Source: an optimization exercise on an open RTL-to-GDS flow (aim: small area, a short achievable clock period and few clock cycles). Production flows keep margins and buffers that such runs may drop. The RTL was checked by simulation tests, not by an equivalence proof against the original design. Power figures rest on the tool's default switching activity, not on a simulated workload.

Design cache_top, start of the top module:
module cache_top (
	input  wire         clk,
	input  wire         rst_n,
	input  wire         i_proc_read,
	input  wire         i_proc_write,
	input  wire [30-1:0] i_proc_addr,
	input  wire [32-1:0]  i_proc_wdata,
	output logic [32-1:0]       o_proc_rdata,
	output logic        o_proc_stall,
	output logic        o_mem_read,
	output logic        o_mem_write,
	output logic [28-1:0]      o_mem_addr,
	output logic [128-1:0]       o_mem_wdata,
	input  wire [128-1:0]  i_mem_rdata,
	input  wire         i_mem_ready
);
	logic        valid;
	logic        dirty;    
	logic [28-1:0] tag;    
	logic [128-1:0]  line;
	logic        done;     
	logic        pend;     
	logic        rd;       
	logic        wb;       
	logic [32-1:0] rdata;
	logic [28-1:0] laddr;
	logic [2-1:0] off;
	logic        req;
	logic        fresh;
	logic        hit;
	logic        rd_ready;
	logic        dirty_eff;
	logic        dirty_nxt;
	logic        port_free;
	logic        load_tag;
	logic        start_rd;
	logic        start_wb;
	logic [4-1:0] wen;
	logic [4-1:0] wsel;    
	logic [128-1:0]  line_nxt;
	logic [32-1:0] nxt_word;
	assign laddr = i_proc_addr[30-1:2];
	assign off   = i_proc_addr[2-1:0];
	assign req   = i_proc_read | i_proc_write;
	assign fresh = ~done & ~pend;
	assign hit   = valid & (tag == laddr);
	assign rd_ready = rd & i_mem_ready;
	assign dirty_eff = dirty & ~(wb & i_mem_ready);
	assign dirty_nxt = dirty_eff | (i_proc_write & (done | rd_ready | (fresh & hit)));
	assign port_free = ~((wb | rd) & ~i_mem_ready);
	assign load_tag  = ((fresh & req) | (pend & ~rd)) & port_free & ~dirty_eff;
	assign start_rd  = load_tag & ~(fresh & hit);
	assign start_wb  = port_free & dirty_nxt;
	always_comb begin
		nxt_word  = '0;
		for (int k = 0; k < 4; k++) begin
  ...
For scale: ~790 cells after synthesis, ~200 flip-flops, about 390 I/O pins, about 0.0084 sq mm of cells after synthesis.
==> flow/config.mk <==
export PLATFORM = sky130hd
export DESIGN_NAME = cache_top
export DESIGN_NICKNAME = cache_top
export VERILOG_FILES = /design/flow/design.v
export SDC_FILE = /design/flow/constraint.sdc
export NUM_CORES = 4
export LEC_CHECK = 0
export ABC_CLOCK_PERIOD_IN_PS = 2500
export CAP_MARGIN = 20
export CORE_MARGIN = 2
export CORE_UTILIZATION = 40
export SLEW_MARGIN = 20
==> flow/constraint.sdc <==
create_clock -name core_clock -period 8.0 [get_ports {clk}]
set_input_delay 1.6000 -clock core_clock [delete_from_list [all_inputs] [get_ports {clk}]]
set_output_delay 1.6000 -clock core_clock [all_outputs]
set_load 0.01 [all_outputs]
standard.sh (not shown) runs the stock make flow with config.mk's settings and CLKGATE_MAP_FILE= SYNTH_SCRIPT=/design/flow/synth_recipe.tcl, a recipe that flattens the netlist after the stock synthesis.
==> flow/flow/run.sh <==
#!/bin/bash
# The standard layout, with:
#  - the port buffers made of the smallest buffer cell,
#  - timing repair aiming for extra setup slack,
#  - the slow many-input OR/NOR cells (or4*, nor4*, nor3*) added to the platform's
#    don't-use list (flow/dont_use.txt holds the platform's list and these), so that
#    the tag compare maps to faster gates,
#  - clock tree synthesis without dummy loads and free to use smaller clock buffers.
set -euo pipefail
here=$(cd "$(dirname "$0")" && pwd)
export BUFFER_PORTS_ARGS="-buffer_cell sky130_fd_sc_hd__buf_1"
export SETUP_SLACK_MARGIN=5.2
export CTS_ARGS="-sink_clustering_enable -repair_clock_nets -dont_use_dummy_load -buf_list {sky130_fd_sc_hd__clkbuf_4 sky130_fd_sc_hd__clkbuf_8 sky130_fd_sc_hd__clkbuf_16}"
bash standard.sh "DONT_USE_CELLS=$(cat "$here/dont_use.txt")" finish > standard_flow.log 2>&1
Other scripts of this flow, unchanged in this note and not shown: flow/flow/dont_use.txt
Testbench counts at the start, summed over its fixed seeds: cycles 107,445.
==> next run, changes <==
--- a/flow/flow/run.sh
+++ b/flow/flow/run.sh
@@ -12 +12 @@
-export SETUP_SLACK_MARGIN=5.2
+export SETUP_SLACK_MARGIN=5.3
--- a/flow/config.mk
+++ b/flow/config.mk
@@ -7,0 +8 @@
+export ABC_AREA = 1
What happened: The new run completed with no timing, DRC or antenna violations. Clock skew rises by 3.3 ps. Sequential share of layout area falls by 0.50 points. Total power is about the same. Non-clock buffer count rises by 10. Register-to-register slack is about the same. Global-route usage rises by 2.3 points. Synthesized area falls by 0.85%.


v56:
Starting RTL as in the previous note.
clock: 8.0 ns
lec_check: 0
abc_clock_period_in_ps: 2500
cap_margin: 20
core_margin: 2
core_utilization: 40
slew_margin: 20
==> flow/flow/run.sh <==
#!/bin/bash
# The standard layout, with:
#  - the port buffers made of the smallest buffer cell,
#  - timing repair aiming for extra setup slack,
#  - the slow many-input OR/NOR cells (or4*, nor4*, nor3*) added to the platform's
#    don't-use list (flow/dont_use.txt holds the platform's list and these), so that
#    the tag compare maps to faster gates.
set -euo pipefail
here=$(cd "$(dirname "$0")" && pwd)
export BUFFER_PORTS_ARGS="-buffer_cell sky130_fd_sc_hd__buf_1"
export SETUP_SLACK_MARGIN=5.3
bash standard.sh "DONT_USE_CELLS=$(cat "$here/dont_use.txt")" finish > standard_flow.log 2>&1
==> flow/flow/dont_use.txt <==
sky130_fd_sc_hd__probe_p_8 sky130_fd_sc_hd__probec_p_8 sky130_fd_sc_hd__lpflow_bleeder_1 sky130_fd_sc_hd__lpflow_clkbufkapwr_1 sky130_fd_sc_hd__lpflow_clkbufkapwr_16 sky130_fd_sc_hd__lpflow_clkbufkapwr_2 sky130_fd_sc_hd__lpflow_clkbufkapwr_4 sky130_fd_sc_hd__lpflow_clkbufkapwr_8 sky130_fd_sc_hd__lpflow_clkinvkapwr_1 sky130_fd_sc_hd__lpflow_clkinvkapwr_16 sky130_fd_sc_hd__lpflow_clkinvkapwr_2 sky130_fd_sc_hd__lpflow_clkinvkapwr_4 sky130_fd_sc_hd__lpflow_clkinvkapwr_8 sky130_fd_sc_hd__lpflow_decapkapwr_12 sky130_fd_sc_hd__lpflow_decapkapwr_3 sky130_fd_sc_hd__lpflow_decapkapwr_4 sky130_fd_sc_hd__lpflow_decapkapwr_6 sky130_fd_sc_hd__lpflow_decapkapwr_8 sky130_fd_sc_hd__lpflow_inputiso0n_1 sky130_fd_sc_hd__lpflow_inputiso0p_1 sky130_fd_sc_hd__lpflow_inputiso1n_1 sky130_fd_sc_hd__lpflow_inputiso1p_1 sky130_fd_sc_hd__lpflow_inputisolatch_1 sky130_fd_sc_hd__lpflow_isobufsrc_1 sky130_fd_sc_hd__lpflow_isobufsrc_16 sky130_fd_sc_hd__lpflow_isobufsrc_2 sky130_fd_sc_hd__lpflow_isobufsrc_4 sky130_fd_sc_hd__lpflow_isobufsrc_8 sky130_fd_sc_hd__lpflow_isobufsrckapwr_16 sky130_fd_sc_hd__lpflow_lsbuf_lh_hl_isowell_tap_1 sky130_fd_sc_hd__lpflow_lsbuf_lh_hl_isowell_tap_2 sky130_fd_sc_hd__lpflow_lsbuf_lh_hl_isowell_tap_4 sky130_fd_sc_hd__lpflow_lsbuf_lh_isowell_4 sky130_fd_sc_hd__lpflow_lsbuf_lh_isowell_tap_1 sky130_fd_sc_hd__lpflow_lsbuf_lh_isowell_tap_2 sky130_fd_sc_hd__lpflow_lsbuf_lh_isowell_tap_4 sky130_fd_sc_hd__or4_1 sky130_fd_sc_hd__or4_2 sky130_fd_sc_hd__or4_4 sky130_fd_sc_hd__or4b_1 sky130_fd_sc_hd__or4b_2 sky130_fd_sc_hd__or4b_4 sky130_fd_sc_hd__or4bb_1 sky130_fd_sc_hd__or4bb_2 sky130_fd_sc_hd__or4bb_4 sky130_fd_sc_hd__nor4_1 sky130_fd_sc_hd__nor4_2 sky130_fd_sc_hd__nor4_4 sky130_fd_sc_hd__nor4b_1 sky130_fd_sc_hd__nor4b_2 sky130_fd_sc_hd__nor4b_4 sky130_fd_sc_hd__nor4bb_1 sky130_fd_sc_hd__nor4bb_2 sky130_fd_sc_hd__nor4bb_4 sky130_fd_sc_hd__nor3_1 sky130_fd_sc_hd__nor3_2 sky130_fd_sc_hd__nor3_4 sky130_fd_sc_hd__nor3b_1 sky130_fd_sc_hd__nor3b_2 sky130_fd_sc_hd__nor3b_4
v56 reached the end of the flow, and the finished layout is clean on the timing, DRC and antenna checks.
Testbench counts of v56, summed over its fixed seeds: cycles 107,445.
## Diff of input files: v50 against v56
# v56
export LEC_CHECK = 0
export ABC_CLOCK_PERIOD_IN_PS = 2500
export CAP_MARGIN = 20
export CORE_MARGIN = 2
export CORE_UTILIZATION = 40
export SLEW_MARGIN = 20
create_clock -name core_clock -period 8.0 [get_ports {clk}]
# v50
export LEC_CHECK = 0
export ABC_CLOCK_PERIOD_IN_PS = 2500
export CAP_MARGIN = 20
export CORE_MARGIN = 2
export CORE_UTILIZATION = 50
export SLEW_MARGIN = 20
create_clock -name core_clock -period 8.0 [get_ports {clk}]
-- flow/flow/run.sh --
<<< v56, line 7
#    the tag compare maps to faster gates.
>>> v50, line 7
#    the tag compare maps to faster gates,
#  - clock tree synthesis without dummy loads and free to use smaller clock buffers.
<<< v56, line 12
>>> v50, line 13
export CTS_ARGS="-sink_clustering_enable -repair_clock_nets -dont_use_dummy_load -buf_list {sky130_fd_sc_hd__clkbuf_4 sky130_fd_sc_hd__clkbuf_8 sky130_fd_sc_hd__clkbuf_16}"
Findings:
Looking at non-clock buffer count, v50 sits about 0.75% above v56.
Compared v50 against v56; worst hold slack within noise.
v56 → v50: power share of the clock group decreased 2.8 points; global-route track usage on met2 grew by 9.6 points.
Looking at power across v50 and v56, the one that comes out lower is v50.
Max first-iteration DRC count across v50 and v56: v50
Between v56 and v50, the flow reports peak clock frequency supported by timing increasing slightly.
Inputs modified between v50 and v29:
# v50
export LEC_CHECK = 0
export ABC_CLOCK_PERIOD_IN_PS = 2500
export CAP_MARGIN = 20
export CORE_MARGIN = 2
export CORE_UTILIZATION = 50
export SLEW_MARGIN = 20
create_clock -name core_clock -period 8.0 [get_ports {clk}]
# v29
export LEC_CHECK = 0
export ABC_CLOCK_PERIOD_IN_PS = 2500
export CAP_MARGIN = 20
export CORE_MARGIN = 2
export CORE_UTILIZATION = 40
export SLEW_MARGIN = 20
create_clock -name core_clock -period 8.0 [get_ports {clk}]
-- flow/flow/run.sh --
<<< v50, line 8
#  - clock tree synthesis without dummy loads and free to use smaller clock buffers.
>>> v29, line 8
#  - clock tree synthesis without dummy loads, with small buffers at the leaves.
<<< v50, line 13
export CTS_ARGS="-sink_clustering_enable -repair_clock_nets -dont_use_dummy_load -buf_list {sky130_fd_sc_hd__clkbuf_4 sky130_fd_sc_hd__clkbuf_8 sky130_fd_sc_hd__clkbuf_16}"
>>> v29, line 13
export CTS_ARGS="-sink_clustering_enable -repair_clock_nets -dont_use_dummy_load -sink_clustering_buffer sky130_fd_sc_hd__clkbuf_4 -buf_list {sky130_fd_sc_hd__clkbuf_4 sky130_fd_sc_hd__clkbuf_8 sky130_fd_sc_hd__clkbuf_16}"
## What came out
- Delta (v29 minus v50): routed wire length shows an increase of 0.99%; sequential share of layout area shows no meaningful change.
- Between v50 and v29, power density relative to cell area is higher for v50, v29 comes in under that.
- v29: full flow OK, the timing, DRC and antenna checks passed
Here is what was changed in the inputs of v16 compared with v29.
# v29
export LEC_CHECK = 0
export ABC_CLOCK_PERIOD_IN_PS = 2500
export CAP_MARGIN = 20
export CORE_MARGIN = 2
export CORE_UTILIZATION = 40
export SLEW_MARGIN = 20
create_clock -name core_clock -period 8.0 [get_ports {clk}]
# v16
export LEC_CHECK = 0
export ABC_CLOCK_PERIOD_IN_PS = 2500
export CAP_MARGIN = 20
export CORE_MARGIN = 2
export CORE_UTILIZATION = 30
export SLEW_MARGIN = 20
create_clock -name core_clock -period 8.0 [get_ports {clk}]
-- flow/flow/run.sh --
<<< v29, line 8
#  - clock tree synthesis without dummy loads, with small buffers at the leaves.
>>> v16, line 8
#  - clock tree synthesis without dummy loads and free to use smaller clock buffers.
<<< v29, line 13
export CTS_ARGS="-sink_clustering_enable -repair_clock_nets -dont_use_dummy_load -sink_clustering_buffer sky130_fd_sc_hd__clkbuf_4 -buf_list {sky130_fd_sc_hd__clkbuf_4 sky130_fd_sc_hd__clkbuf_8 sky130_fd_sc_hd__clkbuf_16}"
>>> v16, line 13
export CTS_ARGS="-sink_clustering_enable -repair_clock_nets -dont_use_dummy_load -buf_list {sky130_fd_sc_hd__clkbuf_4 sky130_fd_sc_hd__clkbuf_8 sky130_fd_sc_hd__clkbuf_16}"
Results
- v16 finished end to end and its layout was clean on timing, DRC and antenna.
- [compare] base=v29 new=v16: final area higher, post-layout total power now sits higher, smallest hold slack shrank by 0.0052 ns, logic depth of the worst setup path including buffers did not really move.
- Footprint of the multi-input gates delta (v16 -> v29): insignificant
For v3, these inputs were changed with respect to v16:
# v16
export LEC_CHECK = 0
export ABC_CLOCK_PERIOD_IN_PS = 2500
export CAP_MARGIN = 20
export CORE_MARGIN = 2
export CORE_UTILIZATION = 30
export SLEW_MARGIN = 20
create_clock -name core_clock -period 8.0 [get_ports {clk}]
# v3
export LEC_CHECK = 0
export ABC_CLOCK_PERIOD_IN_PS = 2500
export CAP_MARGIN = 20
export CORE_MARGIN = 2
export CORE_UTILIZATION = 40
export SLEW_MARGIN = 20
create_clock -name core_clock -period 8.0 [get_ports {clk}]
## What came out
Internal power component: v3 better than v16
In the reports for v3 and v16, the smaller reported clock group power belongs to v3.
Diff v3..v16 | number of buffer and inverter stages on the critical path | unchanged
v3 against v16: clock slew seen by the registers of the worst setup and hold paths now sits at about the same level; worst path setup slack after routing now sits higher; global-route usage now sits higher; wire length now sits lower; overall power consumption now sits lower.
Diff v3 and v16: number of detailed-route iterations in the first pass lower in v16
Here is what was changed in the inputs of v41 compared with v3.
-- flow/flow/run.sh --
<<< v3, line 5
#  - the slow many-input OR/NOR cells (or4*, nor4*, nor3*) added to the platform's
#    don't-use list (flow/dont_use.txt holds the platform's list and these), so that
#    the tag compare maps to faster gates,
>>> v41, line 5
<<< v3, line 10
here=$(cd "$(dirname "$0")" && pwd)
>>> v41, line 7
<<< v3, line 14
bash standard.sh "DONT_USE_CELLS=$(cat "$here/dont_use.txt")" finish > standard_flow.log 2>&1
>>> v41, line 10
bash standard.sh finish > standard_flow.log 2>&1
removed: flow/flow/dont_use.txt
[summary]
- On cell count of the worst reg-to-reg path: between v41 and v3, it ends up lower for v3.
- Count of flip-flops with a built-in enable after synthesis: v3 vs v41 identical
- Final design area excluding fillers, v41 vs v3: up slightly
- Delta(shortest period the worst path allows, v41 - v3) > 0
- On synthesized instance count, v41 tracks v3 almost exactly.
- On clock network area share, v41 and v3 are basically level.
- Post-place instance area delta for v41 relative to v3: 0.31% higher
- In the tables for v41 and v3, post-route worst setup slack reads higher with v3.

## what the ideal ports hide
How much do the figures lean on ideal ports? The routed layouts below were timed once more, with nothing changed but the port constraints. Step 1, drivers: a clkbuf_16 drives clk and a buf_2 each remaining input, both assumed. Step 2 times the ports against the registers' clock, not the clock port: input delays grow and output delays shrink by t, the midpoint of the rising clock arrivals with the driver on. a / b / c = ideal / step 1 / step 2; a / b = the first two.
| run | t (ns) | setup WS [ns] | worst setup path at the end | worst register clock-pin slew, ns | cell pins on the clock port's net |
|---|---|---|---|---|---|
| the first run of note 1 | 0.458 | 5.262 / 5.216 / 4.848 | input to register | 0.08 / 0.08 | 1 |
| the second run of note 1 | 0.467 | 5.336 / 5.293 / 4.895 | input to register | 0.08 / 0.08 | 1 |
| v56 | 0.469 | 5.332 / 5.286 / 4.917 | input to register | 0.08 / 0.08 | 1 |
| v50 | 0.462 | 5.345 / 5.298 / 4.937 | input to register | 0.07 / 0.07 | 1 |
| v29 | 0.463 | 5.349 / 5.301 / 4.934 | input to register | 0.08 / 0.08 | 1 |
| v16 | 0.459 | 5.345 / 5.298 / 4.965 | input to register | 0.08 / 0.08 | 1 |
| v3 | 0.463 | 5.349 / 5.301 / 4.934 | input to register | 0.08 / 0.08 | 1 |
| v41 | 0.465 | 5.217 / 5.240 / 4.775 | input to register | 0.08 / 0.08 | 1 |
After both steps every run listed still meets setup and hold. For v41, which loses most, drivers alone change the setup slack by +0.023 ns; drivers and shift together by -0.442 ns.
